What follows belongs to an exercise in optimizing a design on an open flow for small area and a short achievable clock period; a production flow would make more cautious choices.
At most, simulation tests tie the RTL to the original design; equivalence was not proved.
The RTL of run 4 was laid out without a check of its function.
Power figures rest on the tool's default switching activity, not on a simulated workload.

==> flow/config.mk <==
export PLATFORM = sky130hd
export DESIGN_NAME = wav_riff_stream_parser
export DESIGN_NICKNAME = wav_riff_stream_parser
export VERILOG_FILES = /design/flow/design.v
export SDC_FILE = /design/flow/constraint.sdc
export NUM_CORES = 4
export LEC_CHECK = 0
export ABC_AREA = 0
export CAP_MARGIN = 20
export CORE_MARGIN = 2
export CORE_UTILIZATION = 40
export CTS_BUF_LIST = sky130_fd_sc_hd__clkbuf_8
export SETUP_SLACK_MARGIN = 3.6
export SLEW_MARGIN = 20
==> flow/constraint.sdc <==
create_clock -name core_clock -period 6.0 [get_ports {clk}]
set_input_delay 1.2000 -clock core_clock [delete_from_list [all_inputs] [get_ports {clk}]]
set_output_delay 1.2000 -clock core_clock [all_outputs]
set_load 0.01 [all_outputs]
==> flow/design.v <==
`default_nettype none
package wrp_pkg;
    localparam logic [31:0] ID_RIFF_LE = 32'h4646_4952;
    localparam logic [31:0] ID_RIFF_SW = 32'h5249_4646;
    localparam logic [31:0] ID_FMT_LE  = 32'h2074_6D66;
    localparam logic [31:0] ID_FMT_SW  = 32'h666D_7420;
    localparam logic [31:0] ID_DATA_LE = 32'h6174_6164;
    localparam logic [31:0] ID_DATA_SW = 32'h6461_7461;
    localparam logic [31:0] TAG_WAVE   = 32'h4556_4157;
    localparam logic [4:0] WORD_BYTES    = 5'd4;
    localparam logic [4:0] FMT_TAG_END   = 5'd1;
    localparam logic [4:0] FMT_CHAN_END  = 5'd3;
    localparam logic [4:0] FMT_RATE_END  = 5'd7;
    localparam logic [4:0] FMT_BITS_END  = 5'd15;
    localparam logic [4:0] FMT_FIELD_SAT = 5'd16;
    localparam logic [15:0] PCM_TAG   = 16'd1;
    localparam logic [15:0] BITS_8    = 16'd8;
    localparam logic [15:0] BITS_16   = 16'd16;
    localparam logic [15:0] CHAN_MONO = 16'd1;
    localparam logic [15:0] CHAN_STEREO = 16'd2;
    localparam logic [1:0] KIND_FORMAT = 2'd0;
    localparam logic [1:0] KIND_SAMPLE = 2'd1;
    localparam logic [1:0] KIND_ERROR  = 2'd2;
    localparam logic [2:0] ERR_NONE      = 3'd0;
    localparam logic [2:0] ERR_NO_RIFF   = 3'd1;
    localparam logic [2:0] ERR_NO_WAVE   = 3'd2;
    localparam logic [2:0] ERR_NO_FMT    = 3'd3;
    localparam logic [2:0] ERR_NOT_PCM   = 3'd4;
    localparam logic [2:0] ERR_BAD_CHAN  = 3'd5;
    localparam logic [2:0] ERR_BAD_BITS  = 3'd6;
    localparam logic [2:0] ERR_NO_DATA   = 3'd7;
    typedef struct packed {
        logic [1:0]  out_kind;
        logic [15:0] sample_word;
        logic [1:0]  channel_count;
        logic [4:0]  sample_bits;
        logic [31:0] sample_rate_hz;
        logic [2:0]  error_code;
        logic        last_of_file;
    } result_t;
    typedef struct packed {
        logic    valid;
        result_t data;
    } push_t;
    function automatic logic [31:0] swap32(input logic [31:0] v);
        swap32 = {v[7:0], v[15:8], v[23:16], v[31:24]};
    endfunction
    function automatic logic [2:0] format_check(
        input logic [15:0] tag,
        input logic [15:0] chans,
        input logic [15:0] bits
    );
        if (tag != PCM_TAG)
            format_check = ERR_NOT_PCM;
        else if (chans != CHAN_MONO && chans != CHAN_STEREO)
            format_check = ERR_BAD_CHAN;
        else if (bits != BITS_8 && bits != BITS_16)
            format_check = ERR_BAD_BITS;
        else
            format_check = ERR_NONE;
    endfunction
endpackage
`default_nettype wire
`default_nettype none
module wav_riff_stream_parser (
    input  wire             clk,
    input  wire             rst_n,
    input  wire             bytes_valid,
    output wire             bytes_ready,
    input  wire  [7:0]      bytes_in_byte,
    input  wire             bytes_end_of_file,
    output wire             results_valid,
    input  wire             results_ready,
    output wire  [1:0]      results_out_kind,
    output wire  [15:0]     results_sample_word,
    output wire  [1:0]      results_channel_count,
    output wire  [4:0]      results_sample_bits,
    output wire  [31:0]     results_sample_rate_hz,
    output wire  [2:0]      results_error_code,
    output wire             results_last_of_file
);
    localparam logic [1:0] KIND_FORMAT = wrp_pkg::KIND_FORMAT;
    localparam logic [1:0] KIND_SAMPLE = wrp_pkg::KIND_SAMPLE;
    localparam logic [1:0] KIND_ERROR  = wrp_pkg::KIND_ERROR;
    localparam logic [5:0] PH_HDR   = 6'b000001;
    localparam logic [5:0] PH_CHK   = 6'b000010;
    localparam logic [5:0] PH_FMT   = 6'b000100;
    localparam logic [5:0] PH_SKIP  = 6'b001000;
    localparam logic [5:0] PH_DATA  = 6'b010000;
    localparam logic [5:0] PH_DRAIN = 6'b100000;
    logic [1:0]  step;
    logic        ready_q;
    logic        proc;                
    logic        dec;                 
    logic        outv;
    logic [5:0]  phase;
    logic [4:0]  cnt;
    logic        swapped;
    logic        seen;
    logic [7:0]  r0, r1, r2, r3;      
    logic [7:0]  c0, c1, c2, c3;      
    logic        rb, cb, kb;          
    logic        kf;                  
    logic        rza, a1, a2;         
    logic        rz;                  
    logic        cl;                  
    logic        clt3;                
    logic        ma, mb;              
    logic        tagok;
    logic [1:0]  chan_q;
    logic [1:0]  bits_q;              
    logic [31:0] rate_q;
    logic [15:0] word_q;
    logic        eof_q;
    logic        cand0;               
    logic        r_load, c_load;      
    logic [1:0]  kind_q;
    logic [2:0]  err_q;
    logic        last_q;
    logic        emit_q, clrf_q, clrw_q;
    assign bytes_ready            = ready_q;
    assign results_valid          = outv;
    assign results_out_kind       = kind_q;
    assign results_sample_word    = word_q;
    assign results_channel_count  = chan_q;
    assign results_sample_bits    = {bits_q, 3'b000};
    assign results_sample_rate_hz = rate_q;
    assign results_error_code     = err_q;
    assign results_last_of_file   = last_q;
    logic st0, st3, upd0, pfin;
    assign st0  = (step == 2'd0);
    assign st3  = (step == 2'd3);
    assign upd0 = proc && st0;
    assign pfin = proc && st3;
    logic ph_hdr, ph_chk, ph_fmt, ph_skip, ph_data;
    assign ph_hdr  = phase[0];
    assign ph_chk  = phase[1];
    assign ph_fmt  = phase[2];
    assign ph_skip = phase[3];
    assign ph_data = phase[4];
    logic        b16;
    logic        data8;
    logic        hsel;
    logic [7:0]  b;
    logic [1:0]  k;
    logic [1:0]  tgt;
    assign b16   = bits_q[1];
    assign data8 = ph_data && !b16;
    assign hsel  = (cnt[0] ^ swapped) &&
                   ((ph_fmt && (cnt[4:2] != 3'd1)) || (ph_data && b16));
    assign b     = word_q[7:0];
    assign k     = cnt[1:0];
    assign tgt   = cnt[1:0] ^ {swapped, swapped};
    logic f1, f2, f8, f16;
    assign f1  = (word_q == 16'd1);
    assign f2  = (word_q == 16'd2);
    assign f8  = (word_q == 16'd8);
    assign f16 = (word_q == 16'd16);
    logic       r_dec, c_dec;
    logic       r_bin, c_bin, k_bin;
    logic       accept, nxt_proc;
    logic [7:0] r_alu, c_alu, w_sl;
    logic [7:0] r_bw, c_bw;
    logic [7:0] w_lt, w_gt;
    logic       k_lt;
    assign accept   = ready_q && bytes_valid;
    assign nxt_proc = accept || (proc && !st3);
    assign r_dec    = !rz && ((ph_hdr && cnt[3]) || ph_chk || ph_fmt || ph_skip);
    assign c_dec    = ph_fmt || ph_skip || ph_data;
    assign r_bin = rb;
    assign c_bin = cb;
    assign k_bin = kb;
    always_comb
    begin
        for (int i = 0; i < 8; i++)
        begin
            r_bw[i] = r_bin && ((r3 & ((8'd1 << i) - 8'd1)) == 8'd0);
            c_bw[i] = c_bin && ((c3 & ((8'd1 << i) - 8'd1)) == 8'd0);
        end
    end
    assign r_alu = r_load ? b : (r3 ^ r_bw);
    assign c_alu = c_load ? b : (c3 ^ c_bw);
    assign w_sl = c_load ? b : c3;
    assign w_lt = ~w_sl & r3;
    assign w_gt = w_sl & ~r3;
    logic [3:0] lt2, gt2;
    logic [1:0] lt4, gt4;
    logic       lt8, gt8;
    always_comb
    begin
        for (int i = 0; i < 4; i++)
        begin
            lt2[i] = w_lt[2*i+1] || (!w_gt[2*i+1] && w_lt[2*i]);
            gt2[i] = w_gt[2*i+1] || (!w_lt[2*i+1] && w_gt[2*i]);
        end
        for (int i = 0; i < 2; i++)
        begin
            lt4[i] = lt2[2*i+1] || (!gt2[2*i+1] && lt2[2*i]);
            gt4[i] = gt2[2*i+1] || (!lt2[2*i+1] && gt2[2*i]);
        end
        lt8 = lt4[1] || (!gt4[1] && lt4[0]);
        gt8 = gt4[1] || (!lt4[1] && gt4[0]);
    end
    assign k_lt = lt8 || (!gt8 && k_bin);
    logic zr, zc, zc1, zc2;
    assign zr  = r_load ? (b == 8'd0) : ((r3[7:1] == 7'd0) && (r3[0] == r_bin));
    assign zc  = c_load ? (b == 8'd0) : ((c3[7:1] == 7'd0) && (c3[0] == c_bin));
    assign zc1 = c_load ? (b[7:1] == 7'd0) :
                 c_bin  ? ((c3[7:2] == 6'd0) && (c3[1] ^ c3[0])) : (c3[7:1] == 7'd0);
    assign zc2 = c_load ? (b[7:2] == 6'd0) :
                 c_bin  ? (((c3[7:3] == 5'd0) && (c3[2:0] != 3'd0)) || (c3 == 8'd4))
                        : (c3[7:2] == 6'd0);
    logic wz1, wlt3;
    assign wz1     = a1 && zc;
    assign wlt3    = a2 && zc && !(c2[1] && c2[0]);
    always_ff @(posedge clk)
    begin
        r0 <= r_alu;
        r1 <= r0;
        r2 <= r1;
        r3 <= r2;
        c0 <= c_alu;
        c1 <= c0;
        c2 <= c1;
        c3 <= c2;
        rb <= st3 ? (accept && r_dec) : (r_bw[7] && !r3[7]);
        cb <= st3 ? (accept && c_dec) : (c_bw[7] && !c3[7]);
        kb <= !st3 && k_lt;
        kf <= k_lt;
        r_load <= nxt_proc && ph_hdr && (cnt[3:2] == 2'd1) && ((step + 2'd1) == tgt);
        c_load <= nxt_proc && ph_chk && cnt[2] && ((step + 2'd1) == tgt);
        rza <= (st0 || rza) && zr;
        a1  <= st0 ? zc1 : (a1 && zc);
        a2  <= st0 ? zc2 : (a2 && zc);
        if (st3)
        begin
            rz   <= rza && zr;
            cl   <= wz1;
            clt3 <= wlt3;
        end
    end
    logic       cand;
    logic [7:0] e_a;
    assign cand = (k != 2'd0) ? mb : cand0;
    always_comb
    begin
        e_a = 8'h00;
        if (ph_hdr && cnt[3])
        begin
            case (k)             
                2'd0: e_a = 8'h57;
                2'd1: e_a = 8'h41;
                2'd2: e_a = 8'h56;
                default: e_a = 8'h45;
            endcase
        end
        else
        begin
            case ({ph_hdr, swapped && !ph_hdr, cand, k})
                5'b10000: e_a = 8'h52;
                5'b10001: e_a = 8'h49;
                5'b10010: e_a = 8'h46;
                5'b10011: e_a = 8'h46;
                5'b10100: e_a = 8'h46;
                5'b10101: e_a = 8'h46;
                5'b10110: e_a = 8'h49;
                5'b10111: e_a = 8'h52;
                5'b00000: e_a = 8'h66;
                5'b00001: e_a = 8'h6D;
                5'b00010: e_a = 8'h74;
                5'b00011: e_a = 8'h20;
                5'b00100: e_a = 8'h64;
                5'b00101: e_a = 8'h61;
                5'b00110: e_a = 8'h74;
                5'b00111: e_a = 8'h61;
                5'b01000: e_a = 8'h20;
                5'b01001: e_a = 8'h74;
                5'b01010: e_a = 8'h6D;
                5'b01011: e_a = 8'h66;
                5'b01100: e_a = 8'h61;
                5'b01101: e_a = 8'h74;
                5'b01110: e_a = 8'h61;
                default:  e_a = 8'h64;
            endcase
        end
    end
    logic mlo, mhi;
    always_ff @(posedge clk)
    begin
        mlo <= (b[3:0] == e_a[3:0]);
        mhi <= (b[7:4] == e_a[7:4]);
        if (proc && (step == 2'd1) && id_byte)
            ma <= ((k == 2'd0) || ma) && mlo && mhi;
    end
    logic id_byte, fmt_start, rate_wr;
    assign id_byte   = (ph_hdr && (cnt[3:2] != 2'd1)) || (ph_chk && !cnt[2]);
    assign fmt_start = ph_chk && (cnt == 5'd7) && ma && !mb && !seen;
    assign rate_wr   = upd0 && ph_fmt && (cnt[4:2] == 3'd1);
    logic d_hdr_r, d_hdr_w, d_hdr3, d_hdr11, d_chk0z, d_chk_adv, d_sz;
    logic d_fmt15, d_fmtlt15, d_fmtge16, d_skip, d_d8, d_d16lo, d_d16hi, d_drain;
    assign d_hdr3    = ph_hdr && (cnt == 5'd3);
    assign d_hdr11   = ph_hdr && (cnt == 5'd11);
    assign d_hdr_w   = ph_hdr && (cnt >= 5'd7) && (cnt <= 5'd10);
    assign d_hdr_r   = ph_hdr && (cnt <= 5'd6) && (cnt != 5'd3);
    assign d_chk0z   = ph_chk && (cnt == 5'd0) && rz;
    assign d_chk_adv = ph_chk && (cnt <= 5'd6) && !((cnt == 5'd0) && rz);
    assign d_sz      = ph_chk && (cnt == 5'd7);
    assign d_fmt15   = ph_fmt && (cnt == 5'd15);
    assign d_fmtlt15 = ph_fmt && (cnt < 5'd15);
    assign d_fmtge16 = ph_fmt && cnt[4];
    assign d_skip    = ph_skip;
    assign d_d8      = ph_data && !b16;
    assign d_d16lo   = ph_data && b16 && !cnt[0];
    assign d_d16hi   = ph_data && b16 && cnt[0];
    assign d_drain   = phase[5];
    logic s_hdr_r, s_hdr_w, s_hdr3, s_hdr11, s_chk0z, s_chk_adv, s_sz;
    logic s_fmt15, s_fmtlt15, s_fmtge16, s_skip, s_d8, s_d16lo, s_d16hi, s_drain;
    logic ok;
    always_ff @(posedge clk)
    begin
        s_hdr_r   <= d_hdr_r;
        s_hdr_w   <= d_hdr_w;
        s_hdr3    <= d_hdr3;
        s_hdr11   <= d_hdr11;
        s_chk0z   <= d_chk0z;
        s_chk_adv <= d_chk_adv;
        s_sz      <= d_sz;
        s_fmt15   <= d_fmt15;
        s_fmtlt15 <= d_fmtlt15;
        s_fmtge16 <= d_fmtge16;
        s_skip    <= d_skip;
        s_d8      <= d_d8;
        s_d16lo   <= d_d16lo;
        s_d16hi   <= d_d16hi;
        s_drain   <= d_drain;
        ok        <= tagok && (chan_q != 2'd0) && (bits_q != 2'd0);
    end
    logic chanz;
    assign chanz = (chan_q == 2'd0);
    logic emit_ne, emit_e, emit, sample, format, last;
    logic g_a, g_1, g_2, g_f, g_7;
    logic [2:0] err;
    logic [1:0] kind;
    assign emit_ne = (s_hdr3 && !ma) || (s_hdr11 && !ma) || s_chk0z ||
                     s_fmt15 || (s_fmtlt15 && cl) || s_d8 || s_d16hi;
    assign emit_e  = !s_drain;
    assign emit    = eof_q ? emit_e : emit_ne;
    assign sample  = s_d8 || s_d16hi;
    assign format  = s_fmt15 && ok && !eof_q;
    assign kind    = sample ? KIND_SAMPLE : format ? KIND_FORMAT : KIND_ERROR;
    assign last    = eof_q || !((s_fmt15 && ok) || (s_d8 && !cl) || (s_d16hi && !clt3));
    assign g_a   = s_chk0z || s_chk_adv || s_fmtge16 || s_skip ||
                   (s_hdr11 && ma) || (s_fmtlt15 && !cl);           
    assign g_1   = s_hdr3 || s_hdr_r;
    assign g_2   = (s_hdr11 && !ma) || s_hdr_w;
    assign g_f   = (s_fmt15 && !ok) || (s_fmtlt15 && cl);            
    assign g_7   = (s_fmt15 && ok && eof_q) || s_d16lo;
    assign err[2] = (g_a && seen) || g_f || g_7;
    assign err[1] = g_a || g_2 || (g_f && tagok && !chanz) || g_7;
    assign err[0] = g_a || g_1 || (g_f && tagok && chanz) || g_7;
    logic go_drain, go_chk;
    logic [5:0] ph_n;
    logic [4:0] cnt_n, cnt_inc;
    logic c_inc, c_one, c_zero;
    assign go_drain = (emit_ne && !sample && !(s_fmt15 && ok)) ||
                      (s_d8 && cl) || (s_d16hi && clt3);
    assign go_chk   = (s_hdr11 && ma) || (((s_fmt15 && ok) || s_fmtge16 || s_skip) && cl);
    assign ph_n     = go_drain ? PH_DRAIN : go_chk ? PH_CHK : phase;
    assign cnt_inc = cnt + 5'd1;
    assign c_inc   = s_hdr_r || s_hdr_w || s_hdr3 || s_chk_adv || s_fmtlt15 ||
                     (s_fmt15 && !(ok && cl));
    assign c_one   = s_d16lo;
    assign c_zero  = s_hdr11 || (s_fmt15 && ok && cl) || (s_fmtge16 && cl) || s_d16hi;
    assign cnt_n   = c_inc ? cnt_inc : c_one ? 5'd1 : c_zero ? 5'd0 : cnt;
    logic fmtk, datk, othk;
    logic sz_wz, sz_ed, sz_tb, sz_emit;
    logic [2:0] sz_err;
    logic [5:0] sz_ph;
    assign fmtk   = ma && !mb && !seen;
    assign datk   = ma && mb;
    assign othk   = !fmtk && !datk;
    assign sz_wz  = cl && !c3[0];
    assign sz_ed  = b16 ? cl : sz_wz;
    assign sz_tb  = c0[7] || (!kf && !sz_wz);
    assign sz_emit = fmtk ? (sz_wz || eof_q) :
                     datk ? (!seen || (eof_q && !sz_ed)) :
                            (sz_tb || eof_q);
    assign sz_err  = fmtk ? (sz_wz ? 3'd4 : 3'd3) : {seen, 2'b11};
    assign sz_ph   = fmtk ? (sz_wz ? PH_DRAIN : PH_FMT) :
                     datk ? ((!seen || sz_ed) ? PH_DRAIN : PH_DATA) :
                            (sz_tb ? PH_DRAIN : sz_wz ? PH_CHK : PH_SKIP);
    always_ff @(posedge clk or negedge rst_n)
    begin
        if (!rst_n)
        begin
            step    <= 2'd0;
            ready_q <= 1'b0;
            proc    <= 1'b0;
            dec     <= 1'b0;
            outv    <= 1'b0;
            phase   <= PH_HDR;
            cnt     <= 5'd0;
            swapped <= 1'b0;
            seen    <= 1'b0;
        end
        else
        begin
            step    <= step + 2'd1;
            ready_q <= (step == 2'd2) && !proc && !dec && !(outv && !results_ready);
            if (ready_q && bytes_valid)
                proc <= 1'b1;
            else if (st3)
                proc <= 1'b0;
            dec <= pfin;
            if (dec)
                outv <= s_sz ? sz_emit : emit_q;
            else if (results_ready)
                outv <= 1'b0;
            if ((pfin && !s_sz) || (dec && s_sz))
            begin
                if (eof_q)
                begin
                    phase   <= PH_HDR;
                    cnt     <= 5'd0;
                    swapped <= 1'b0;
                    seen    <= 1'b0;
                end
                else if (s_sz)
                begin
                    phase   <= sz_ph;
                    cnt     <= 5'd0;
                end
                else
                begin
                    phase   <= ph_n;
                    cnt     <= cnt_n;
                    if (s_hdr3)
                        swapped <= mb;
                    if (s_fmt15 && ok)
                        seen <= 1'b1;
                end
            end
        end
    end
    always_ff @(posedge clk)
    begin
        if (ready_q)
        begin
            eof_q  <= bytes_end_of_file;
            cand0  <= ph_hdr  ? bytes_in_byte[2] :
                      swapped ? bytes_in_byte[0] : !bytes_in_byte[1];
            if (data8)
                word_q <= {8'd0, bytes_in_byte};
            else if (hsel)
                word_q[15:8] <= bytes_in_byte;
            else
                word_q[7:0] <= bytes_in_byte;
        end
        else if (dec && clrw_q)
            word_q <= 16'd0;
        if (upd0)
        begin
            if (id_byte)
                mb <= cand;
            if (fmt_start)
                tagok <= 1'b0;
            else if (ph_fmt && (cnt == 5'd1))
                tagok <= f1;
        end
        if (pfin)
        begin
            emit_q <= emit;
            clrf_q <= s_sz ? !seen : (emit && !(seen || (s_fmt15 && ok)));
            clrw_q <= s_sz || (emit && !sample);
            kind_q <= kind;
            err_q  <= err;
            last_q <= last;
        end
        else if (dec && s_sz)
        begin
            kind_q <= KIND_ERROR;
            err_q  <= sz_err;
            last_q <= 1'b1;
        end
        if (dec && clrf_q)
        begin
            chan_q <= 2'd0;
            bits_q <= 2'd0;
            rate_q <= 32'd0;
        end
        else
        begin
            if (upd0 && fmt_start)
            begin
                chan_q <= 2'd0;
                bits_q <= 2'd0;
            end
            else if (upd0 && ph_fmt && (cnt == 5'd3))
                chan_q <= {f2, f1};
            else if (upd0 && ph_fmt && (cnt == 5'd15))
                bits_q <= {f16, f8};
            if (rate_wr && tgt == 2'd0)
                rate_q[7:0]   <= b;
            if (rate_wr && tgt == 2'd1)
                rate_q[15:8]  <= b;
            if (rate_wr && tgt == 2'd2)
                rate_q[23:16] <= b;
            if (rate_wr && tgt == 2'd3)
                rate_q[31:24] <= b;
        end
    end
endmodule
`default_nettype wire
==> flow/flow/run.sh <==
#!/bin/bash
# The standard layout (the standard.sh: standard synthesis and ORFS flow),
# with one change: the port buffers are buf_1 cells instead of the default
# choice. Each tool's full output stays in ORFS's own logs under orfs/logs;
# make's output goes to flow_make.log here.
set -euo pipefail
bash standard.sh "BUFFER_PORTS_ARGS=-buffer_cell sky130_fd_sc_hd__buf_1" finish > flow_make.log 2>&1
==> flow/standard.sh <==
#!/bin/bash
# synth_recipe.tcl (not shown) runs the flow's synth.tcl, then flattens the netlist and writes it again
# the make line also repeats each setting of config.mk as NAME=value (left out here)
make -C /OpenROAD-flow-scripts/flow DESIGN_CONFIG=/design/flow/config.mk WORK_HOME=/design/flow/orfs CLKGATE_MAP_FILE= SYNTH_SCRIPT=/design/flow/synth_recipe.tcl "${@:-finish}"
==> summary.md, run 1 <==
| Metric | Value |
|---|---|
| Outcome | `no timing/DRC/antenna violations` |
| Post-synthesis instance area | `roughly 7400 sq um` |
| Worst voltage drop across the vdd grid | `about 140 uV` |
| Number of top-level pins | `76` |
| Core Footprint | `18,000 sq um` |
| HPWL after detailed placement | `12.5 mm` |
| Place WS | `around 3100 ps` |
| Routed length per instance | `17.7 um` |
| Count of vias placed by the detailed router | `5,381` |
| Async set or reset register ratio after synthesis | `10.6%` |
| Flip-flop cell with the highest count after synthesis | `sky130_fd_sc_hd__dfxtp_1` |
| Part of the total power dissipated in sequential elements | `57.3%` |
| Final net count | `827` |
| Post-synth top area cell | `sky130_fd_sc_hd__dfxtp_1` |
| Post-route antenna net violation count | `0` |
| Post-Synthesis Mean Instance Area | `between 10 and 15 sq um` |
| Sequential cell area | `4020 sq um` |
| Fraction of synthesized area in multiplexers | `7.77%` |
| Ys Warns | `1` |
| Fmax | `428 MHz` |
| Commonest non-fill, non-tap cell in the layout | `sky130_fd_sc_hd__dfxtp_1` |
| Required time of the worst setup path | `4800 ps` |
| Final WS setup | `3660 ps` |
| Total clock sinks | `179` |
| Proportion of layout cells with a drive suffix above 1 | `about an eighth` |
| Arrival time of the worst setup path | `1140 ps` |
| Switching fraction of total power | `around a quarter` |
| Area fraction in and, or, nand and nor cells after synthesis | `between 10% and 20%` |
| Final GP Congestion | `0.850` |
| Distinct cells, synth | `66` |
| Least-Margin Pin Slew | `678 ps` |
| Peak fanout along the critical path | `2` |
| Latest clock arrival within the worst-skew pair | `~460 ps` |
| Part of the total power dissipated in the clock network | `36.0%` |
| Setup_tns | `0 ps` |
| Max capacitance violation total | `0` |
| Number of instances in the synthesized netlist | `between 700 and 800` |
| Area added between synthesis and finish | `15.1%` |
| Maximum cell stage delay along the critical path | `410 ps` |
| Flip-flop and latch count after synthesis | `about 180` |
| Total track usage | `19.2%` |
| CTS clk-pin slew, worst paths | `100 ps` |
| Post-route clock period utilization | `38.9%` |
| DRT iter0 DRCs | `386` |
| Maximum number of pins on one net before global-route repair | `34` |
| Share of the synthesized netlist area taken by xor and xnor gates | `~2.7%` |
| Main combinational cell family by area after synthesis | `simple AND/OR/NAND/NOR gates` |
| Number of iterations in the first detailed-routing pass | `4` |
| Horizontal extent of the die | `about 140 um` |
| Clk_skew | `12.2 ps` |
| Clock tree from TritonCTS | `done` |
| Post-CTS Hold Fix Bufs | `0` |
| Biggest area contributors in the synthesized netlist | `sky130_fd_sc_hd__dfxtp_1 (35%), sky130_fd_sc_hd__edfxtp_1 (13%), sky130_fd_sc_hd__mux2i_1 (6.4%)` |
| Worst hold path class | `reg2reg` |
| Kind of start point of the critical path | `flip-flop` |
| Power density of the placed cells | `259 nW/um^2` |
| Post-route standard cell area excluding fillers | `~8500 sq um` |
| Number of antenna diodes | `0` |
| Aggregate routed wire length | `18.4 mm` |
| Slew Limit Fails | `0` |
| Cell Rows | `49` |
| Number of enable flip-flop cells after synthesis | `33` |
| Wire length of the first global-routing pass | `29.0 mm` |
| Via/cell ratio | `slightly above 5` |
| Antenna violations before repair | `1` |
| Worst slew margin relative to its limit | `54.5%` |
| Htree depth | `4` |
| Area fraction of the dominant cell type after synthesis | `34.6%` |
| DRC violation count after routing | `0` |
| Largest delay contributor family on the critical path | `flip-flops` |
| Category of the critical setup timing path | `reg2out` |
| Y dimension of the die | `140 um` |
| Total of fill cells in the finished design | `1,759` |
| Highest-count cells in the layout ignoring fill and taps | `sky130_fd_sc_hd__dfxtp_1 (125), sky130_fd_sc_hd__nor2_1 (80), sky130_fd_sc_hd__buf_1 (71)` |
| Adder and majority gate portion of the synthesized area | `between 3 and 4%` |
| Net load switching power | `approximately 0.57 mW` |
| Combinational power share | `6.7%` |
| Post-synthesis sequential area ratio | `a little over half` |
| Highest-delay cell along the critical path | `sky130_fd_sc_hd__dfrtp_1` |
| Post-Place Cell Area | `7760 sq um` |
| Setup-failing EPs final | `0` |
| Type of element capturing the critical path | `output port` |
| Crit path buffers/inverters | `2` |
| Multi-input gate area in the final layout | `around 3100 sq um` |
| Clock tree root buffer cell | `sky130_fd_sc_hd__clkbuf_8` |
| Total leakage power | `3.21 nW` |
| Setup repair after global routing missed its margin | `yes` |
| Minimum clock period | `2340 ps` |
| Port-buffer cells | `a little over 70` |
| Clk buf depth | `2` |
| Leftover overflow at the end of global routing | `0` |
| Vias in the first global route | `around 5,200` |
| Design Power | `2.19 mW` |
| Initial core utilization | `40.8%` |
| Clock buffers created by TritonCTS | `17` |
| Final hold vios | `0` |
| Cells traversed along the worst timing path | `buf_12, buf_2` |
| Synthesized-area fraction occupied by ao, oa, aoi and oai cells | `a little over a tenth` |
| Int Power | `1.62 mW` |
| Die area | `19,500 sq um` |
path summary, 6_finish.rpt:
kind | from | to | slack (ps) | depth (start not counted)
setup / recovery | ready_q | bytes_ready | 3660 | 2
hold / removal | c0[2] | c1[2] | 330 | 0
setup reg to reg | cnt[0] | mlo | 3670 | 9
hold reg to reg | c0[2] | c1[2] | 330 | 0
max in group asynchronous | rst_n | phase[0] | 5020 | 2
min in group asynchronous | rst_n | ready_q | 700 | 2
repair_timing:
item / in CTS / in global routing
setup endpoints to repair: 55 / 45
resized for setup: 16 / 11
buffers inserted: 13 / 9
pin swaps: 4 / 2
Yosys cell counts, types with 5 or more instances:
library cell,number
sky130_fd_sc_hd__a211oi_1,6
sky130_fd_sc_hd__a21oi_1,19
sky130_fd_sc_hd__a31oi_1,8
sky130_fd_sc_hd__and2_1,19
sky130_fd_sc_hd__and3_1,9
sky130_fd_sc_hd__buf_2,7
sky130_fd_sc_hd__buf_4,5
sky130_fd_sc_hd__clkbuf_1,27
sky130_fd_sc_hd__dfrtp_1,18
sky130_fd_sc_hd__dfxtp_1,127
sky130_fd_sc_hd__edfxtp_1,33
sky130_fd_sc_hd__ha_1,16
sky130_fd_sc_hd__inv_1,32
sky130_fd_sc_hd__mux2_2,9
sky130_fd_sc_hd__mux2i_1,47
sky130_fd_sc_hd__nand2_1,61
sky130_fd_sc_hd__nand2b_1,10
sky130_fd_sc_hd__nand3_1,5
sky130_fd_sc_hd__nor2_1,80
sky130_fd_sc_hd__nor2b_1,13
sky130_fd_sc_hd__nor3_1,21
sky130_fd_sc_hd__nor4_1,6
sky130_fd_sc_hd__o21a_1,5
sky130_fd_sc_hd__o21ai_0,40
sky130_fd_sc_hd__or4_1,5
sky130_fd_sc_hd__xnor2_1,17
sky130_fd_sc_hd__xor2_1,6
per-stage QoR:
| step | std cells | util (%) | hold slack, ps |
|---|---|---|---|
| 2_1_floorplan | 722 | - | 310 |
| 3_3_place_gp | 986 | 43.1 | 310 |
| 3_5_place_dp | 986 | 43.1 | 312 |
| 4_1_cts | 1031 | 46.3 | 323 |
| 5_1_grt | 1040 | 47.0 | 330 |
| 6_report | 1040 | 47.0 | 326 |
flip-flops by register name (all words and copies together), names as in the netlist, 6 cells and up:
| name | flops |
|---|---|
| r0 | 8 |
| c1 | 8 |
| c3 | 8 |
| r1 | 8 |
| rate_q | 32 |
| phase | 6 |
| word_q | 16 |
| r2 | 8 |
| c0 | 8 |
| c2 | 8 |
| r3 | 8 |
metal layers:
layer / up-vias / routed length (um) / track usage (%)
li1: 2652 / - / -
met1: 2548 / 8620 / 27.9
met2: 158 / 8090 / 28.2
met3: 23 / 1380 / 4.96
met4: 0 / 303 / 5.89
met5: - / 0 / 0
final cells by class:
class                      count  share of cell area, %
inverter                      32                   1.42
tap                          229                   3.38
clock buffer                  18                   2.93
multi-input combinational    471                   37.0
sequential                   179                   47.5
clock inverter                14                   1.58
timing repair buffer          97                   6.16
cell families after synthesis:
family                   Yosys count
AND/OR/NAND/NOR                  251
flip-flops                       179
AO/OA/AOI/OAI                    120
buffers and inverters             72
multiplexers                      56
XOR/XNOR                          23
adder cells (fa/ha/maj)           18
other                              1
power groups by stage:
stage | sequential, mW | clock, mW | combinational, mW
2_1_floorplan | 1.27 | 0 | 0.0974
3_3_place_gp | 1.29 | 0 | 0.113
3_5_place_dp | 1.29 | 0 | 0.112
4_1_cts | 1.26 | 0.812 | 0.127
5_1_grt | 1.26 | 0.860 | 0.165
6_report | 1.26 | 0.789 | 0.148
==> run 2: changes to the inputs <==
--- a/flow/design.v
+++ b/flow/design.v
@@ -316,23 +316,23 @@
     logic s_hdr_r, s_hdr_w, s_hdr3, s_hdr11, s_chk0z, s_chk_adv, s_sz;
     logic s_fmt15, s_fmtlt15, s_fmtge16, s_skip, s_d8, s_d16lo, s_d16hi, s_drain;
     logic ok;
+    assign s_hdr_r   = d_hdr_r;
+    assign s_hdr_w   = d_hdr_w;
+    assign s_hdr3    = d_hdr3;
+    assign s_hdr11   = d_hdr11;
+    assign s_chk0z   = d_chk0z;
+    assign s_chk_adv = d_chk_adv;
+    assign s_fmt15   = d_fmt15;
+    assign s_fmtlt15 = d_fmtlt15;
+    assign s_fmtge16 = d_fmtge16;
+    assign s_skip    = d_skip;
+    assign s_d8      = d_d8;
+    assign s_d16lo   = d_d16lo;
+    assign s_d16hi   = d_d16hi;
+    assign s_drain   = d_drain;
     always_ff @(posedge clk)
     begin
-        s_hdr_r   <= d_hdr_r;
-        s_hdr_w   <= d_hdr_w;
-        s_hdr3    <= d_hdr3;
-        s_hdr11   <= d_hdr11;
-        s_chk0z   <= d_chk0z;
-        s_chk_adv <= d_chk_adv;
         s_sz      <= d_sz;
-        s_fmt15   <= d_fmt15;
-        s_fmtlt15 <= d_fmtlt15;
-        s_fmtge16 <= d_fmtge16;
-        s_skip    <= d_skip;
-        s_d8      <= d_d8;
-        s_d16lo   <= d_d16lo;
-        s_d16hi   <= d_d16hi;
-        s_drain   <= d_drain;
         ok        <= tagok && (chan_q != 2'd0) && (bits_q != 2'd0);
     end
     logic chanz;
==> run 2 against run 1 <==
Net effect:
- total power is 0.21% higher
- first-iteration DRC count up 30%
- clock-buffer cell count down 1
- via count up 3.6%
- final cell count shrank 0.58%
- clock skew increased by 3.6 ps
- core utilization up 1.7 points
- die area fell by 3.4%
- non-clock buffer count is 12 higher
- hold slack better by 5.0 ps
==> summary.md, run 2 <==
| Metric | Value |
|---|---|
| Met2 routing resource usage after global routing | `32.9% (+4.7 points)` |
| Number of top-level pins | `76 (unchanged)` |
| Area fraction in and, or, nand and nor cells after synthesis | `16.1% (-0.83 points)` |
| Max capacitance violation total | `0 (unchanged)` |
| Aggregate routed wire length | `18.8 mm (+2.3%)` |
| DRC violation count after routing | `0 (unchanged)` |
| Highest-delay cell along the critical path | `sky130_fd_sc_hd__dfrtp_4` |
| Outcome | `no timing/DRC/antenna violations` |
| Worst hold path class | `reg2reg` |
| Synthesized-area fraction occupied by ao, oa, aoi and oai cells | `13.4% (+2.4 points)` |
| End of the worst hold path | `c1[4]` |
| Clock buffers created by TritonCTS | `17 (unchanged)` |
| Type of element capturing the critical path | `flip-flop` |
| Vias in the first global route | `5,368 (+3.4%)` |
| Kind of start point of the critical path | `flip-flop` |
| Total clock sinks | `165 (-7.8%)` |
| Maximum cell stage delay along the critical path | `520 ps (+110 ps)` |
| Htree depth | `4 (unchanged)` |
| Met1 demand-to-capacity share in global routing | `28.0% (+0.12 points)` |
| Non-Filler Instances | `1,034 (-0.58%)` |
| Routed length per instance | `18.2 um (+2.9%)` |
| Setup_tns | `0 ps (unchanged)` |
| Clk buf depth | `2 (unchanged)` |
| Main combinational cell family by area after synthesis | `simple AND/OR/NAND/NOR gates` |
| Number of instances in the synthesized netlist | `703 (-2.4%)` |
| Area added between synthesis and finish | `18.5%` |
| Cell Rows | `48 (-2.0%)` |
| Biggest area contributors in the synthesized netlist | `sky130_fd_sc_hd__dfxtp_1 (32%), sky130_fd_sc_hd__edfxtp_1 (14%), sky130_fd_sc_hd__mux2i_1 (6.6%)` |
| Adder and majority gate portion of the synthesized area | `3.32% (+0.30 points)` |
| Power density of the placed cells | `261 nW/um^2 (+0.88%)` |
| Core Footprint | `17,300 sq um (-4.0%)` |
| Final hold vios | `0 (unchanged)` |
| Post-route standard cell area excluding fillers | `8410 sq um (-0.67%)` |
| Number of placed instances, taps included | `968 (-1.8%)` |
| Post-Place Cell Area | `7520 sq um (-3.1%)` |
| Commonest non-fill, non-tap cell in the layout | `sky130_fd_sc_hd__dfxtp_1` |
| Minimum clock period | `2400 ps (+68.2 ps)` |
| Part of the total power dissipated in the clock network | `37.4% (+1.4 points)` |
| Cells traversed along the worst timing path | `inv_2, ha_2, nor2b_1, o32a_1, a31oi_2, o31ai_4, a2111oi_0, mux2_2` |
| Proportion of layout cells with a drive suffix above 1 | `15.2% (+3.1 points)` |
| Latest clock arrival within the worst-skew pair | `470 ps (about the same)` |
| Horizontal extent of the die | `137 um (-1.7%)` |
| Leftover overflow at the end of global routing | `0 (unchanged)` |
| Wire length of the first global-routing pass | `29.5 mm (+1.4%)` |
| Slew Limit Fails | `0 (unchanged)` |
| Hold path startpoint | `c0[4]` |
| Worst slew margin relative to its limit | `55.1% (+0.67 points)` |
| Maximum number of pins on one net before global-route repair | `34 (unchanged)` |
| CTS clk-pin slew, worst paths | `90 ps (about the same)` |
| Largest registers | `rate_q (32), word_q (16)` |
| Count of vias placed by the detailed router | `5,576 (+3.6%)` |
| Total track usage | `20.8% (+1.6 points)` |
| Initial core utilization | `41.0% (+0.21 points)` |
| Combinational power share | `8.9% (+2.2 points)` |
| Arrival time of the worst setup path | `2810 ps (+1670 ps)` |
| Switching fraction of total power | `26.7% (+0.53 points)` |
| Crit path buffers/inverters | `1 (-1)` |
| Final WS setup | `3600 ps (-68.2 ps)` |
| Post-Synthesis Mean Instance Area | `10.1 sq um (-1.2%)` |
| Part of the total power dissipated in sequential elements | `53.7% (-3.6 points)` |
| Required time of the worst setup path | `6400 ps (+1600 ps)` |
| Post-route antenna net violation count | `0 (unchanged)` |
| Y dimension of the die | `137 um (-1.7%)` |
| Busiest grt layer | `met2` |
| Final net count | `827 (unchanged)` |
| Flip-flop and latch count after synthesis | `165 (-7.8%)` |
| HPWL after detailed placement | `13.0 mm (+3.7%)` |
| Number of antenna diodes | `0 (unchanged)` |
| Final Util | `48.6% (+1.7 points)` |
| Fraction of synthesized area in multiplexers | `8.41% (+0.64 points)` |
| Number of iterations in the first detailed-routing pass | `5 (+1)` |
| Net load switching power | `0.587 mW (+2.2%)` |
| Worst reg2reg path depth | `8 (-1)` |
| Worst voltage drop across the vdd grid | `152 uV (+7.1%)` |
| Least-Margin Pin Slew | `673 ps (-4.85 ps)` |
| Final GP Congestion | `0.860 (+1.2%)` |
| Highest-count cells in the layout ignoring fill and taps | `sky130_fd_sc_hd__dfxtp_1 (111), sky130_fd_sc_hd__nor2_1 (72), sky130_fd_sc_hd__buf_1 (71)` |
| Clock tree from TritonCTS | `done` |
| Peak fanout along the critical path | `9 (+7)` |
| Distinct cells, synth | `74 (+12%)` |
| Commonest cells in the synthesized netlist | `sky130_fd_sc_hd__dfxtp_1 (113), sky130_fd_sc_hd__nor2_1 (73), sky130_fd_sc_hd__nand2_1 (60)` |
| Ys Warns | `1 (unchanged)` |
| Number of enable flip-flop cells after synthesis | `33 (unchanged)` |
| Critical R2R Launch | `cnt[0]` |
| Die area | `18,800 sq um (-3.4%)` |
| Flip-flop count of the largest register after layout | `32 (unchanged)` |
| Antenna violations before repair | `0 (-1)` |
| Category of the critical setup timing path | `reg2reg` |
| Async set or reset register ratio after synthesis | `11.5% (+0.90 points)` |
| Int Power | `1.61 mW (-0.50%)` |
| Met3 track demand over resource | `4.71% (-0.25 points)` |
| Worst Hold Depth | `0 (unchanged)` |
| Clk_skew | `15.8 ps (+3.55 ps)` |
| Register with the highest flop count | `rate_q` |
| Flip-flop cell with the highest count after synthesis | `sky130_fd_sc_hd__dfxtp_1` |
| Port-buffer cells | `72 (unchanged)` |
| R2R Path End | `cnt[0]` |
| Total leakage power | `3.21 nW (about the same)` |
| Post-synthesis instance area | `7090 sq um (-3.5%)` |
| FF-to-FF setup slack | `3600 ps (-70 ps)` |
| Post-synthesis sequential area ratio | `52.6% (-2.0 points)` |
| Post-synth top area cell | `sky130_fd_sc_hd__dfxtp_1` |
| Setup repair after global routing missed its margin | `yes` |
| Post-route clock period utilization | `40.1% (+1.1 points)` |
| Setup-failing EPs final | `0 (unchanged)` |
| DRT iter0 DRCs | `503 (+30%)` |
| Via/cell ratio | `5.39 (+4.2%)` |
| Area fraction of the dominant cell type after synthesis | `31.9% (-2.7 points)` |
| Largest delay contributor family on the critical path | `compound AO/OA/AOI/OAI gates` |
| Place WS | `3020 ps (-50.6 ps)` |
| Share of the synthesized netlist area taken by xor and xnor gates | `2.35% (-0.39 points)` |
| Most frequently used cell type in the post-synthesis netlist | `sky130_fd_sc_hd__dfxtp_1` |
| Clock tree root buffer cell | `sky130_fd_sc_hd__clkbuf_8` |
| Fmax | `416 MHz (-2.8%)` |
==> run 2: layout make-up <==
class / instances / area, sq um
Clock inverter: 15 / 168
Multi-Input combinational cell: 476 / 3260
Tap cell: 225 / 282
Timing Repair Buffer: 109 / 607
Fill cell: 1623 / 8890
Clock buffer: 17 / 234
Inverter: 27 / 105
Sequential cell: 165 / 3750
==> run 2: worst max-delay path by stage <==
stage | start | to | slack (ps) | cells past startpoint
after detailed placement | cnt[0] | phase[2] | 3020 | 7
after CTS | step[0] | rate_q[0] | 3510 | 7
after floorplan | cnt[0] | cnt[0] | 3600 | 10
after global placement | cnt[0] | cnt[0] | 3090 | 9
after global routing | cnt[3] | phase[2] | 3500 | 6
final | cnt[0] | cnt[0] | 3600 | 8
==> run 2: repair_timing <==
action	CTS	global route
endpoints found under the setup margin	68	60
hold buffers	0	0
buffers inserted	23	11
resized for setup	22	22
pin swaps	3	2
cloned	0	0
==> run 2: cells by family (layout without fill, tap and decap cells) <==
| group | after synthesis | in the layout |
|---|---|---|
| XOR/XNOR | 19 | 19 |
| AND/OR/NAND/NOR | 238 | 238 |
| AO/OA/AOI/OAI | 139 | 139 |
| flip-flops | 165 | 165 |
| buffers and inverters | 64 | 168 |
| other | 1 | 3 |
| multiplexers | 58 | 58 |
| adder cells (fa/ha/maj) | 19 | 19 |
==> run 2: worst reg2reg max path, delay by kind of cell, from the launching register on <==
family / cells / cell delay [ps]
compound gates: 4 / 1090
flops: 1 / 520
fa+ha+maj: 1 / 270
mux: 1 / 220
buf+inv: 1 / 190
simple gates: 1 / 60
==> run 2: power groups by stage <==
stage / clock, mW / combinational (mW) / sequential (mW)
after floorplan: 0 / 0.135 / 1.19
after global placement: 0 / 0.141 / 1.22
after detailed placement: 0 / 0.145 / 1.22
after CTS: 0.839 / 0.176 / 1.18
after global routing: 0.892 / 0.211 / 1.18
final: 0.821 / 0.197 / 1.18
==> run 2: layer usage <==
metal	up-vias	part of all wire (%)
met4	0	2.8
met2	183	46
met1	2697	45
met3	47	5.3
met5	-	0
li1	2649	-
==> run 2: per-stage QoR <==
stage                     power (mW)  hold WS (ps)
after floorplan                 1.32           310
after global placement          1.36           310
after detailed placement        1.37           312
after CTS                       2.20           331
after global routing            2.29           329
final                           2.20           331
==> run 3: changes to the inputs <==
--- a/flow/config.mk
+++ b/flow/config.mk
@@ -5,7 +5,7 @@
 export SDC_FILE = /design/flow/constraint.sdc
 export NUM_CORES = 4
 export LEC_CHECK = 0
-export ABC_AREA = 0
+export ABC_AREA = 1
 export CAP_MARGIN = 20
 export CORE_MARGIN = 2
 export CORE_UTILIZATION = 40
==> run 3 against run 2 <==
Net effect:
- hold slack worse by 1.6 ps
- critical path type is now reg2out
- combinational power shrank 7%
- die area decreased by 0.73%
- design area down 5.1%
- total power shrank 1.9%
- clock skew barely moved
- clock power is 2.6% lower
- wire length down 2.0%
- non-clock buffer count down 19
- sequential power hardly changed
- critical path depth is 7 lower
==> summary.md, run 3 <==
| Metric | Value |
|---|---|
| Post-route clock period utilization | `39.4% (-0.67 points)` |
| Number of top-level pins | `76 (unchanged)` |
| Number of placed instances, taps included | `1,100 (+14%)` |
| Number of enable flip-flop cells after synthesis | `33 (unchanged)` |
| Initial core utilization | `40.8% (-0.17 points)` |
| Outcome | `no timing/DRC/antenna violations` |
| Worst voltage drop across the vdd grid | `152 uV (-0.51%)` |
| Aggregate routed wire length | `18.4 mm (-2.0%)` |
| Crit path buffers/inverters | `1 (unchanged)` |
| Worst hold path class | `reg2reg` |
| Minimum clock period | `2360 ps (-40.0 ps)` |
| R2R Path End | `phase[2]` |
| Flip-flop cell with the highest count after synthesis | `sky130_fd_sc_hd__dfxtp_1` |
| Worst reg2reg path depth | `14 (+6)` |
| Latest clock arrival within the worst-skew pair | `470 ps (about the same)` |
| Largest delay contributor family on the critical path | `flip-flops` |
| Max capacitance violation total | `0 (unchanged)` |
| Core Footprint | `17,200 sq um (-0.35%)` |
| Post-Place Cell Area | `7420 sq um (-1.3%)` |
| Commonest cells in the synthesized netlist | `sky130_fd_sc_hd__nand2_1 (162), sky130_fd_sc_hd__dfxtp_1 (113), sky130_fd_sc_hd__inv_1 (101)` |
| Crit path from | `ready_q` |
| Routed length per instance | `16.0 um (-12%)` |
| Setup repair after global routing missed its margin | `yes` |
| Number of iterations in the first detailed-routing pass | `5 (unchanged)` |
| DRC violation count after routing | `0 (unchanged)` |
| Die area | `18,700 sq um (-0.73%)` |
| Critical R2R Launch | `cnt[3]` |
| Cells traversed along the worst timing path | `buf_6` |
| Kind of start point of the critical path | `flip-flop` |
| Crit path depth | `1 (-7)` |
| Fmax | `423 MHz (+1.7%)` |
| Post-CTS Hold Fix Bufs | `0 (unchanged)` |
| Maximum cell stage delay along the critical path | `550 ps (+30 ps)` |
| Peak fanout along the critical path | `8 (-1)` |
| Total track usage | `20.3% (-0.51 points)` |
| Clk buf depth | `2 (unchanged)` |
| Flip-flop and latch count after synthesis | `165 (unchanged)` |
| Post-route antenna net violation count | `0 (unchanged)` |
| Highest-count cells in the layout ignoring fill and taps | `sky130_fd_sc_hd__nand2_1 (161), sky130_fd_sc_hd__dfxtp_1 (112), sky130_fd_sc_hd__inv_1 (102)` |
| Category of the critical setup timing path | `reg2out` |
| Post-route standard cell area excluding fillers | `7980 sq um (-5.1%)` |
| Slew Limit Fails | `0 (unchanged)` |
| Register with the highest flop count | `rate_q` |
| Number of antenna diodes | `0 (unchanged)` |
| Place WS | `3520 ps (+498 ps)` |
| Proportion of layout cells with a drive suffix above 1 | `10.9% (-4.3 points)` |
| Clock buffers created by TritonCTS | `17 (unchanged)` |
| Post-synth top area cell | `sky130_fd_sc_hd__dfxtp_1` |
| Number of instances in the synthesized netlist | `828 (+18%)` |
| Post-synthesis instance area | `7040 sq um (-0.76%)` |
| Vias in the first global route | `5,385 (+0.32%)` |
| Antenna violations before repair | `0 (unchanged)` |
| Async set or reset register ratio after synthesis | `11.5% (unchanged)` |
| Non-Filler Instances | `1,151 (+11%)` |
| Horizontal extent of the die | `137 um (-0.37%)` |
| Post-synthesis sequential area ratio | `53.0% (+0.40 points)` |
| Met3 track demand over resource | `4.81% (+0.11 points)` |
| Final hold vios | `0 (unchanged)` |
| Flip-flop count of the largest register after layout | `32 (unchanged)` |
| HPWL after detailed placement | `13.4 mm (+3.1%)` |
| Maximum number of pins on one net before global-route repair | `34 (unchanged)` |
| Count of vias placed by the detailed router | `5,809 (+4.2%)` |
| Required time of the worst setup path | `4800 ps (-1600 ps)` |
| Commonest non-fill, non-tap cell in the layout | `sky130_fd_sc_hd__nand2_1` |
| Final GP Congestion | `0.894 (+3.9%)` |
| Final Util | `46.3% (-2.3 points)` |
| Most frequently used cell type in the post-synthesis netlist | `sky130_fd_sc_hd__nand2_1` |
| Highest-delay cell along the critical path | `sky130_fd_sc_hd__dfrtp_4` |
| Arrival time of the worst setup path | `1160 ps (-1650 ps)` |
| Power density of the placed cells | `270 nW/um^2 (+3.4%)` |
| Via/cell ratio | `5.05 (-6.4%)` |
| Worst hold margin | `329 ps (-1.64 ps)` |
| Biggest area contributors in the synthesized netlist | `sky130_fd_sc_hd__dfxtp_1 (32%), sky130_fd_sc_hd__edfxtp_1 (14%), sky130_fd_sc_hd__nand2_1 (8.6%)` |
| Wire length of the first global-routing pass | `28.8 mm (-2.3%)` |
| Critical path destination | `bytes_ready` |
| Setup-failing EPs final | `0 (unchanged)` |
| Clock tree root buffer cell | `sky130_fd_sc_hd__clkbuf_8` |
| DRT iter0 DRCs | `449 (-11%)` |
| Area fraction of the dominant cell type after synthesis | `32.1% (+0.24 points)` |
| Htree depth | `4 (unchanged)` |
| Cell Rows | `48 (unchanged)` |
| Worst slew margin relative to its limit | `34.5% (-21 points)` |
| Ys Warns | `1 (unchanged)` |
| Clock tree from TritonCTS | `done` |
| Final WS setup | `3640 ps (+40.0 ps)` |
| Final net count | `944 (+14%)` |
| Clk_skew | `16.3 ps (+0.484 ps)` |
| Area added between synthesis and finish | `13.4%` |
| Setup_tns | `0 ps (unchanged)` |
| Met1 demand-to-capacity share in global routing | `27.5% (-0.52 points)` |
| Least-Margin Pin Slew | `981 ps (+307 ps)` |
| Largest registers | `rate_q (32), word_q (16)` |
| Design Power | `2.16 mW (-1.9%)` |
| Met2 routing resource usage after global routing | `31.9% (-1.1 points)` |
| Total leakage power | `3.52 nW (+9.7%)` |
| Y dimension of the die | `137 um (-0.37%)` |
| FF-to-FF setup slack | `3800 ps (+200 ps)` |
| Type of element capturing the critical path | `output port` |
| CTS clk-pin slew, worst paths | `90 ps (about the same)` |
| Post-Synthesis Mean Instance Area | `8.50 sq um (-16%)` |
| Port-buffer cells | `72 (unchanged)` |
| Distinct cells, synth | `53 (-28%)` |
| Busiest grt layer | `met2` |
| Leftover overflow at the end of global routing | `0 (unchanged)` |
| Total clock sinks | `165 (unchanged)` |
-- run 3: cell types whose count changed in the layout (fill, tap and decap cells not counted), sizes merged, moves of 21 or more --
cell / previous run / this run
a21oi: 34 / 55
nand2: 60 / 171
nand3: 17 / 44
o21ai: 35 / 95
mux2i: 48 / 1
inv: 34 / 119
-- run 3: cell families (layout without fill, tap and decap cells) --
| logic type | count (synthesis) | after routing | synth area share (%) |
|---|---|---|---|
| flops | 165 | 165 | 53.0 |
| simple gates | 323 | 324 | 20.6 |
| mux | 1 | 1 | 0.142 |
| xor+xnor | 5 | 5 | 0.622 |
| buf+inv | 138 | 233 | 8.49 |
| other cells | 1 | 3 | 0.0533 |
| compound gates | 177 | 177 | 14.0 |
| fa+ha+maj | 18 | 18 | 3.20 |
-- run 3: layer usage --
layer  share of wire (%)  vias to the layer above
met5                   0                        -
met4                 1.7                        0
met3                 5.8                       28
met2                  46                      156
met1                  46                     2725
li1                    -                     2900
-- run 3: timing repair --
action | in CTS | in global routing
buffers inserted | 8 | 10
setup endpoints to repair | 20 | 23
gates resized for setup | 3 | 9
cloned | 0 | 1
-- run 3: layout make-up --
type / count / area (sq um)
Clock buffer: 18 / 248
Clock inverter: 14 / 139
Fill cell: 1721 / 9260
Inverter: 111 / 420
Multi-Input combinational cell: 528 / 2740
Sequential cell: 165 / 3740
Tap cell: 225 / 282
Timing Repair Buffer: 90 / 414
-- run 3: how the worst min path moves through the flow --
stage	from	endpoint	slack (ps)	depth (start not counted)
after floorplan	c0[0]	c1[0]	310	0
after global placement	r0[7]	r1[7]	310	0
after detailed placement	r0[2]	r1[2]	310	0
after CTS	r0[7]	r1[7]	330	0
after global routing	r2[6]	r3[6]	320	0
final	r0[7]	r1[7]	330	0
-- run 3: where the power goes --
part | switching [mW] | internal [mW]
Sequential | 0.0254 | 1.15
Combinational | 0.123 | 0.0608
Clock | 0.448 | 0.352
Total | 0.596 | 1.56
==> run 4: changes to the inputs <==
--- a/flow/design.v
+++ b/flow/design.v
@@ -90,6 +90,7 @@
     localparam logic [5:0] PH_DRAIN = 6'b100000;
     logic [1:0]  step;
     logic        ready_q;
+    logic        ready_o;             
     logic        proc;                
     logic        dec;                 
     logic        outv;
@@ -100,7 +101,6 @@
     logic [7:0]  r0, r1, r2, r3;      
     logic [7:0]  c0, c1, c2, c3;      
     logic        rb, cb, kb;          
-    logic        kf;                  
     logic        rza, a1, a2;         
     logic        rz;                  
     logic        cl;                  
@@ -117,8 +117,8 @@
     logic [1:0]  kind_q;
     logic [2:0]  err_q;
     logic        last_q;
-    logic        emit_q, clrf_q, clrw_q;
-    assign bytes_ready            = ready_q;
+    logic        emit_q, clrf_q;
+    assign bytes_ready            = ready_o;
     assign results_valid          = outv;
     assign results_out_kind       = kind_q;
     assign results_sample_word    = word_q;
@@ -169,7 +169,7 @@
     assign c_dec    = ph_fmt || ph_skip || ph_data;
     assign r_bin = rb;
     assign c_bin = cb;
-    assign k_bin = kb;
+    assign k_bin = kb && !st0;
     always_comb
     begin
         for (int i = 0; i < 8; i++)
@@ -225,8 +225,7 @@
         c3 <= c2;
         rb <= st3 ? (accept && r_dec) : (r_bw[7] && !r3[7]);
         cb <= st3 ? (accept && c_dec) : (c_bw[7] && !c3[7]);
-        kb <= !st3 && k_lt;
-        kf <= k_lt;
+        kb <= k_lt;
         r_load <= nxt_proc && ph_hdr && (cnt[3:2] == 2'd1) && ((step + 2'd1) == tgt);
         c_load <= nxt_proc && ph_chk && cnt[2] && ((step + 2'd1) == tgt);
         rza <= (st0 || rza) && zr;
@@ -381,7 +380,7 @@
     assign othk   = !fmtk && !datk;
     assign sz_wz  = cl && !c3[0];
     assign sz_ed  = b16 ? cl : sz_wz;
-    assign sz_tb  = c0[7] || (!kf && !sz_wz);
+    assign sz_tb  = c0[7] || (!kb && !sz_wz);
     assign sz_emit = fmtk ? (sz_wz || eof_q) :
                      datk ? (!seen || (eof_q && !sz_ed)) :
                             (sz_tb || eof_q);
@@ -395,6 +394,7 @@
         begin
             step    <= 2'd0;
             ready_q <= 1'b0;
+            ready_o <= 1'b0;
             proc    <= 1'b0;
             dec     <= 1'b0;
             outv    <= 1'b0;
@@ -407,6 +407,7 @@
         begin
             step    <= step + 2'd1;
             ready_q <= (step == 2'd2) && !proc && !dec && !(outv && !results_ready);
+            ready_o <= (step == 2'd2) && !proc && !dec && !(outv && !results_ready);
             if (ready_q && bytes_valid)
                 proc <= 1'b1;
             else if (st3)
@@ -456,7 +457,7 @@
             else
                 word_q[7:0] <= bytes_in_byte;
         end
-        else if (dec && clrw_q)
+        else if (dec && (s_sz || (emit_q && (kind_q != KIND_SAMPLE))))
             word_q <= 16'd0;
         if (upd0)
         begin
@@ -471,7 +472,6 @@
         begin
             emit_q <= emit;
             clrf_q <= s_sz ? !seen : (emit && !(seen || (s_fmt15 && ok)));
-            clrw_q <= s_sz || (emit && !sample);
             kind_q <= kind;
             err_q  <= err;
             last_q <= last;
==> run 4 against run 3 <==
Net effect:
- critical path type unchanged
- design area up 0.74%
- fmax about the same
- critical path depth unchanged
- sequential share of layout area down 1.0 points
- critical endpoint is now results_sample_word[2]
- wire length up 2.4%
- still clean
- non-clock buffer count up 8
- register-to-register slack worse by 90 ps
- global-route usage up 0.66 points
- via count up 2.4%
- core utilization up 0.50 points
- hold slack better by 2.9 ps
- largest power group unchanged
- clock-buffer cell count down 1
==> summary.md, run 4 <==
| Metric | Value |
|---|---|
| Outcome | `no timing/DRC/antenna violations` |
| Proportion of layout cells with a drive suffix above 1 | `10.6% (-0.33 points)` |
| Crit path buffers/inverters | `1 (unchanged)` |
| Largest registers | `rate_q (32), word_q (16)` |
| Critical R2R Launch | `cnt[0]` |
| Cells traversed along the worst timing path | `buf_1` |
| Setup_tns | `0 ps (unchanged)` |
| Maximum cell stage delay along the critical path | `520 ps (-30 ps)` |
| Max capacitance violation total | `0 (unchanged)` |
| DRT iter0 DRCs | `578 (+29%)` |
| Total track usage | `21.0% (+0.66 points)` |
| Place WS | `3450 ps (-69.8 ps)` |
| Post-Synthesis Mean Instance Area | `8.35 sq um (-1.8%)` |
| Post-route standard cell area excluding fillers | `8040 sq um (+0.74%)` |
| Share of the synthesized netlist area taken by xor and xnor gates | `0.841% (+0.22 points)` |
| Slew Limit Fails | `0 (unchanged)` |
| Flip-flop and latch count after synthesis | `163 (-1.2%)` |
| Total clock sinks | `163 (-1.2%)` |
| Arrival time of the worst setup path | `1160 ps (about the same)` |
| Final GP Congestion | `0.928 (+3.9%)` |
| Power density of the placed cells | `269 nW/um^2 (-0.45%)` |
| Main combinational cell family by area after synthesis | `simple AND/OR/NAND/NOR gates` |
| Area fraction of the dominant cell type after synthesis | `32.1% (-0.051 points)` |
| Initial core utilization | `40.7% (-0.16 points)` |
| Clock buffers created by TritonCTS | `17 (unchanged)` |
| Highest-delay cell along the critical path | `sky130_fd_sc_hd__edfxtp_1` |
| FF-to-FF setup slack | `3710 ps (-90 ps)` |
| Net load switching power | `0.614 mW (+3.0%)` |
| Port-buffer cells | `72 (unchanged)` |
| R2R Path End | `err_q[2]` |
| Worst reg2reg path depth | `12 (-2)` |
| Area fraction in and, or, nand and nor cells after synthesis | `21.6% (+1.1 points)` |
| Worst slew margin relative to its limit | `35.5% (+1.0 points)` |
| Commonest non-fill, non-tap cell in the layout | `sky130_fd_sc_hd__nand2_1` |
| Htree depth | `4 (unchanged)` |
| Number of iterations in the first detailed-routing pass | `6 (+1)` |
| Most frequently used cell type in the post-synthesis netlist | `sky130_fd_sc_hd__nand2_1` |
| Number of antenna diodes | `0 (unchanged)` |
| Synthesized-area fraction occupied by ao, oa, aoi and oai cells | `13.5% (-0.49 points)` |
| Clk_skew | `12.6 ps (-3.69 ps)` |
| Post-Place Cell Area | `7400 sq um (-0.32%)` |
| Final WS setup | `3640 ps (-1.36 ps)` |
| Count of vias placed by the detailed router | `5,948 (+2.4%)` |
| DRC violation count after routing | `0 (unchanged)` |
| CTS clk-pin slew, worst paths | `90 ps (about the same)` |
| Largest delay contributor family on the critical path | `flip-flops` |
| Adder and majority gate portion of the synthesized area | `3.22% (+0.023 points)` |
| Worst hold path class | `reg2reg` |
| Total leakage power | `3.54 nW (+0.48%)` |
| Core Footprint | `17,200 sq um (-0.35%)` |
| Post-CTS Hold Fix Bufs | `0 (unchanged)` |
| Number of top-level pins | `76 (unchanged)` |
| Flip-flop count of the largest register after layout | `32 (unchanged)` |
| HPWL after detailed placement | `13.4 mm (-0.27%)` |
| Int Power | `1.55 mW (-0.77%)` |
| Clock tree root buffer cell | `sky130_fd_sc_hd__clkbuf_8` |
| Maximum number of pins on one net before global-route repair | `34 (unchanged)` |
| End of the worst hold path | `c2[4]` |
| Wire length of the first global-routing pass | `29.6 mm (+2.8%)` |
| Required time of the worst setup path | `4800 ps (about the same)` |
| Setup-failing EPs final | `0 (unchanged)` |
| Number of enable flip-flop cells after synthesis | `32 (-3.0%)` |
| Worst voltage drop across the vdd grid | `159 uV (+5.0%)` |
| Switching fraction of total power | `28.4% (+0.76 points)` |
| Minimum clock period | `2360 ps (+1.36 ps)` |
| Y dimension of the die | `136 um (-0.35%)` |
| Vias in the first global route | `5,586 (+3.7%)` |
| Category of the critical setup timing path | `reg2out` |
| Number of placed instances, taps included | `1,114 (+1.3%)` |
| Crit path from | `word_q[2]` |
| Number of instances in the synthesized netlist | `837 (+1.1%)` |
| Post-synthesis instance area | `6990 sq um (-0.73%)` |
| Via/cell ratio | `5.08 (+0.73%)` |
| Horizontal extent of the die | `136 um (-0.35%)` |
| Combinational power share | `8.5% (about the same)` |
| Post-route antenna net violation count | `0 (unchanged)` |
| Die area | `18,500 sq um (-0.71%)` |
| Final hold vios | `0 (unchanged)` |
| Antenna violations before repair | `1 (+1)` |
| Latest clock arrival within the worst-skew pair | `460 ps (about the same)` |
| Cell Rows | `48 (unchanged)` |
| Leftover overflow at the end of global routing | `0 (unchanged)` |
| Peak fanout along the critical path | `2 (-6)` |
| Post-synth top area cell | `sky130_fd_sc_hd__dfxtp_1` |
| Kind of start point of the critical path | `flip-flop` |
| Commonest cells in the synthesized netlist | `sky130_fd_sc_hd__nand2_1 (164), sky130_fd_sc_hd__dfxtp_1 (112), sky130_fd_sc_hd__inv_1 (92)` |
| Clock tree from TritonCTS | `done` |
| Async set or reset register ratio after synthesis | `11.7% (+0.14 points)` |
| Hold path startpoint | `c1[4]` |
| Part of the total power dissipated in sequential elements | `53.4% (-1.0 points)` |
| Fraction of synthesized area in multiplexers | `0% (-0.14 points)` |
| Final Util | `46.8% (+0.50 points)` |
| Flip-flop cell with the highest count after synthesis | `sky130_fd_sc_hd__dfxtp_1` |
| Final net count | `963 (+2.0%)` |
| Register with the highest flop count | `rate_q` |
| Least-Margin Pin Slew | `965 ps (-15.4 ps)` |
| Clk buf depth | `2 (unchanged)` |
| Area added between synthesis and finish | `15.0%` |
| Aggregate routed wire length | `18.9 mm (+2.4%)` |
| Post-route clock period utilization | `39.4% (about the same)` |
| Type of element capturing the critical path | `output port` |
| Biggest area contributors in the synthesized netlist | `sky130_fd_sc_hd__dfxtp_1 (32%), sky130_fd_sc_hd__edfxtp_1 (14%), sky130_fd_sc_hd__nand2_1 (8.8%)` |
| Distinct cells, synth | `52 (-1.9%)` |
| Worst Hold Depth | `0 (unchanged)` |
| Post-synthesis sequential area ratio | `52.6% (-0.33 points)` |
| Part of the total power dissipated in the clock network | `38.1% (+1.0 points)` |
| Highest-count cells in the layout ignoring fill and taps | `sky130_fd_sc_hd__nand2_1 (164), sky130_fd_sc_hd__dfxtp_1 (111), sky130_fd_sc_hd__inv_1 (90)` |
| Routed length per instance | `16.1 um (+0.71%)` |
| Fmax | `423 MHz (about the same)` |
| Non-Filler Instances | `1,170 (+1.7%)` |
| Ys Warns | `1 (unchanged)` |
| Setup repair after global routing missed its margin | `yes` |
run 4: cell types whose count changed after synthesis, moves of 4 or more:
cell	before	now
sky130_fd_sc_hd__a21oi_1	55	47
sky130_fd_sc_hd__buf_2	7	2
sky130_fd_sc_hd__inv_1	101	92
sky130_fd_sc_hd__nand2_2	7	3
sky130_fd_sc_hd__nand3_1	40	53
sky130_fd_sc_hd__nor2_1	63	88
sky130_fd_sc_hd__o21ai_0	73	68
sky130_fd_sc_hd__o21ai_1	15	22
sky130_fd_sc_hd__o21ai_2	6	0
sky130_fd_sc_hd__or2_2	6	2
run 4: layout make-up:
type,instances,area [sq um]
Timing Repair Buffer,98,479
Tap cell,225,282
Fill cell,1737,9140
Clock inverter,15,183
Inverter,106,408
Multi-Input combinational cell,546,2770
Sequential cell,163,3680
Clock buffer,17,234
run 4: how the worst max path moves through the flow:
stage                             end  slack (ps)  cells after the start
3_5_place_dp                 err_q[2]        3450                     12
5_1_grt                      phase[5]        3570                     14
6_report       results_sample_word[2]        3640                      1
2_1_floorplan                err_q[2]        3910                     12
4_1_cts                   bytes_ready        3600                      2
3_3_place_gp                 err_q[2]        3560                     12
run 4: repair_timing:
| item | CTS | global route |
|---|---|---|
| gates resized for setup | 4 | 11 |
| pin swaps | 0 | 0 |
| setup buffers | 8 | 16 |
| endpoints found under the setup margin | 24 | 22 |
| gates cloned | 0 | 0 |
run 4: cells by family (layout without fill, tap and decap cells):
logic type | Yosys count | in the layout
other cells | 1 | 3
xor+xnor | 5 | 5
compound gates | 171 | 171
fa+ha+maj | 18 | 18
flops | 163 | 163
buf+inv | 130 | 236
simple gates | 349 | 349
run 4: layer usage:
metal | part of all wire (%) | up-vias | global-route usage [%] | wire length, um
met5 | 0.069 | - | 0 | 13
met4 | 2.1 | 2 | 7.47 | 393
met3 | 5.8 | 35 | 5.11 | 1090
met2 | 47 | 210 | 32.8 | 8790
met1 | 45 | 2751 | 28.3 | 8580
li1 | - | 2950 | - | -
run 4: stage by stage:
stage          hold slack (ps)  power [mW]
2_1_floorplan              310        1.29
3_3_place_gp               310        1.34
3_5_place_dp               312        1.34
4_1_cts                    329        2.16
5_1_grt                    339        2.25
6_report                   332        2.16
run 4: power by group through the flow:
stage                     sequential, mW  combinational (mW)  clock, mW
after floorplan                     1.17               0.117          0
after global placement              1.19               0.153          0
after detailed placement            1.19               0.152          0
after CTS                           1.16               0.161      0.841
after global routing                1.16               0.203      0.887
final                               1.16               0.183      0.824

[port drivers added, routing unchanged]
No port has a modelled driver above. Below, the same layouts with a new extraction and two added sets of constraints. Step 1 (the two cells are an assumption about what drives the block):
set clk [get_ports {clk}]
set_driving_cell -lib_cell sky130_fd_sc_hd__clkbuf_16 $clk
set_driving_cell -lib_cell sky130_fd_sc_hd__buf_2 [delete_from_list [all_inputs] $clk]
Step 2, shift: input delay + t, output delay - t, t = (earliest + latest rising clock arrival at the registers) / 2. This alone moves slack from input paths to output paths. Slacks: ideal / step 1 / step 2; pairs: ideal / step 1.
run | t, ns | slack for setup (ns) | worst hold slack (ns) | worst setup path at the end | worst data-port slew with drivers (ns)
run 1 | 0.492 | 3.665 / 3.626 / 3.673 | 0.326 / 0.326 / 0.326 | register to register | 0.04
run 2 | 0.504 | 3.597 / 3.597 / 3.597 | 0.331 / 0.331 / 0.331 | register to register | 0.04
run 3 | 0.504 | 3.637 / 3.594 / 3.800 | 0.329 / 0.329 / 0.329 | register to register | 0.03
run 4 | 0.492 | 3.635 / 3.598 / 3.715 | 0.332 / 0.332 / 0.332 | register to register | 0.06
After both steps setup and hold are still met in every run listed.
